This design comes from an exercise in tuning for small area, a short achievable clock period and few clock cycles per item on the open sky130 flow, not from production work. In this exercise RTL edits were held to simulation tests only and were not proved equivalent to the original.

## lane 2
## gaussian_bilinear_tap_weights
module gaussian_bilinear_tap_weights #(
	parameter int TAP_PAIRS = 8
) (
	input  logic        clk,
	input  logic        arst_n,
	input  logic        start,
	output logic        busy,
	input  logic [15:0] sigma,
	output logic        strobe,
	output logic [2:0]  tap,
	output logic [15:0] weight,
	output logic [15:0] offset,
	output logic        bad_sigma,
	output logic        last
);
	logic        pend_q;
	logic [15:0] sig_q;
	logic        au_take;
	always_ff @(posedge clk or negedge arst_n) begin
		if (!arst_n) begin
			pend_q <= 1'b0;
		end else if (start && !pend_q) begin
			pend_q <= 1'b1;
		end else if (au_take) begin
			pend_q <= 1'b0;
		end
	end
	always_ff @(posedge clk) begin
		if (start && !pend_q) begin
			sig_q <= sigma;
		end
	end
	assign busy = pend_q;
	logic [1:0]  nif;          
	logic [1:0]  ntag;         
	logic [1:0]  wq;           
	logic [1:0]  wt;           
	logic [3:0]  ibad;         
	logic        w_start;
	logic        dv_busy, dv_done;
	logic [5:0]  dv_cnt;
	logic [19:0] sq [4];       
	logic [31:0] dv_s;
	logic [31:0] dv_f;
	logic [36:0] dv_c;
	logic        dv_bad, dv_big;
	logic [32:0] div_t2, div_d;
	logic        div_ge;
	assign au_take = pend_q && !dv_busy;
	assign div_t2  = {dv_f, 1'b0};
	assign div_d   = div_t2 - {1'b0, dv_s};
	assign div_ge  = !(div_t2 < {1'b0, dv_s});
	localparam logic [1:0] AU_IDLE = 2'd0;
	localparam logic [1:0] AU_PREP = 2'd2;
	localparam logic [1:0] AU_RUN  = 2'd3;
	logic [1:0]  au_st;
	logic [1:0]  au_tag;
	logic        au_bad;       
	logic        au_big;       
	logic [31:0] s_q;          
	logic [36:0] a_q;          
	logic [31:0] b_q;          
	logic [36:0] c_q;          
	logic [31:0] f_q;          
	logic [36:0] dq_q;         
	logic [31:0] dr_q;         
	logic        a_zero;       
	logic [3:0]  au_q;
	logic        au_rdy;
	logic        au_go;
	logic        e_load;
	logic [32:0] sb_sum, sf_sum;
	logic        sb_ge, sf_ge;
	logic [36:0] a_nxt, c_nxt;
  ...
For scale: about 34000 cells after synthesis, about 58 I/O pins, about 0.34 mm2 of cells after synthesis.
==> flow/config.mk <==
export PLATFORM = sky130hd
export DESIGN_NAME = gaussian_bilinear_tap_weights
export DESIGN_NICKNAME = gaussian_bilinear_tap_weights
export VERILOG_FILES = /design/flow/design.v
export SDC_FILE = /design/flow/constraint.sdc
export NUM_CORES = 4
export LEC_CHECK = 0
export CAP_MARGIN = 20
export CORE_MARGIN = 2
export CORE_UTILIZATION = 40
export SLEW_MARGIN = 20
==> flow/constraint.sdc <==
create_clock -name core_clock -period 12.0 [get_ports {clk}]
set_input_delay 2.4000 -clock core_clock [delete_from_list [all_inputs] [get_ports {clk}]]
set_output_delay 2.4000 -clock core_clock [all_outputs]
set_load 0.01 [all_outputs]
run.sh (not shown) runs the stock make flow with config.mk's settings and CLKGATE_MAP_FILE= SYNTH_SCRIPT=/design/flow/synth_recipe.tcl, a recipe that flattens the netlist after the stock synthesis.
Testbench counts of lane 2, summed over its fixed seeds: cycles 38,318, items 512.
Relative to lane 2, the following input files were edited for lane 5:
--- a/flow/design.v
+++ b/flow/design.v
@@ -3826,14 +3826,12 @@
 	assign e_load = au_rdy && lfree;
 	assign inj    = e_load && (ls == sd) && !a_zero && (au_q != 4'd0);
 	logic [31:0] sum_mem [2*TAP_PAIRS];
 	logic [12:0] off_mem [2*TAP_PAIRS];
 	logic [34:0] acc_q [2];
 	logic [2:0]  pcnt [2];
-	logic        f3_v, f3_b;   
-	logic [31:0] f3_sum;
 	logic [1:0]  done;
 	logic [31:0] tot_q;
 	logic        w_bad;
 	logic [31:0] f1_wd;
 	logic        f2_v;
 	logic [3:0]  f2_k;
@@ -3892,13 +3890,12 @@
 	assign f2_w1   = f2_odd ? f2_w : f2_p;
 	assign f2_lo   = {1'b0, f2_p[12:0]} + {1'b0, f2_w[12:0]};
 	assign fb      = f2_k[3];
 	assign w_start = !w_busy && done[wq[0]];
 	always_ff @(posedge clk or negedge arst_n) begin
 		if (!arst_n) begin
-			f3_v     <= 1'b0;
 			pcnt[0]  <= '0;
 			pcnt[1]  <= '0;
 			acc_q[0] <= '0;
 			acc_q[1] <= '0;
 			done     <= '0;
 			nif      <= '0;
@@ -3907,32 +3904,29 @@
 		end else begin
 			if (w_start) begin
 				done[wq[0]]  <= 1'b0;
 				acc_q[wq[0]] <= '0;
 				wq           <= wq + 1'b1;
 			end
-			f3_v <= f2_v;
-			if (f3_v) begin
-				pcnt[f3_b]  <= pcnt[f3_b] + 1'b1;
-				acc_q[f3_b] <= acc_q[f3_b] + 35'(f3_sum);
-				if (pcnt[f3_b] == 3'd7) begin
-					done[f3_b] <= 1'b1;
+			if (f2_v) begin
+				pcnt[fb]  <= pcnt[fb] + 1'b1;
+				acc_q[fb] <= acc_q[fb] + 35'(f2_p) + 35'(f2_w);
+				if (pcnt[fb] == 3'd7) begin
+					done[fb] <= 1'b1;
 				end
 			end
 			if (au_go) begin
 				ntag <= ntag + 1'b1;
 			end
 			nif <= nif + 2'(au_go) - 2'(w_start);
 		end
 	end
 	always_ff @(posedge clk) begin
 		if (au_go) begin
 			ibad[ntag] <= dv_bad;
 		end
-		f3_b   <= fb;
-		f3_sum <= f2_sum;
 		if (f2_v) begin
 			sum_mem[f2_k] <= f2_sum;
 			if (f2_zero) begin
 				off_mem[f2_k] <= '0;
 			end
 		end
Notes after the runs:
Diff lane 2..lane 5 | maximum clock insertion buffer count | unchanged. Summary of the comparison: share of synthesized cell area in full adder, half adder and majority cells is higher in lane 5, relative to lane 2. Diff lane 2 -> lane 5 | synthesized netlist cell count | down slightly. Lane 5 vs lane 2, cell at the slowest stage of the critical path: sky130_fd_sc_hd__o41ai_1 vs sky130_fd_sc_hd__o311ai_1. Delta (lane 5 minus lane 2): normalized max-slew margin grew by 7.3 points; multi-input gate share of the layout cell area now sits higher. Time the final worst path needs with I/O delays and setup: lane 5 > lane 2. Compared with lane 2, lane 5 shows a lower maximum achievable frequency.
Testbench counts of lane 5, summed over its fixed seeds: cycles 38,283, items 512.

-- re-timing with driven ports --
In the flow no input, the clock included, has a driving cell. The finished layouts below were timed again as built, in two steps.
Step 1, drivers: a clkbuf_16 drives clk and a buf_2 each remaining input, both assumed.
Step 2 moves the port delays by t, midway between the first and last clock arrival at a register: inputs arrive t later, outputs are due t later. That takes back most of the time a late clock gives input paths.
a / b / c = ideal ports / drivers / drivers and shift; a / b = the first two.
| run | shift t [ns] | setup WS [ns] | hold slack, ns | clock arrival spread, ns | pins driven straight from the clock port |
|---|---|---|---|---|---|
| lane 2 | 1.225 | 5.769 / 5.769 / 5.769 | 0.416 / 0.416 / 0.416 | 0.165 / 0.166 | 1 |
| lane 5 | 1.197 | 5.463 / 5.463 / 5.463 | 0.422 / 0.422 / 0.422 | 0.136 / 0.136 | 1 |
After both steps setup and hold are still met in every run listed.
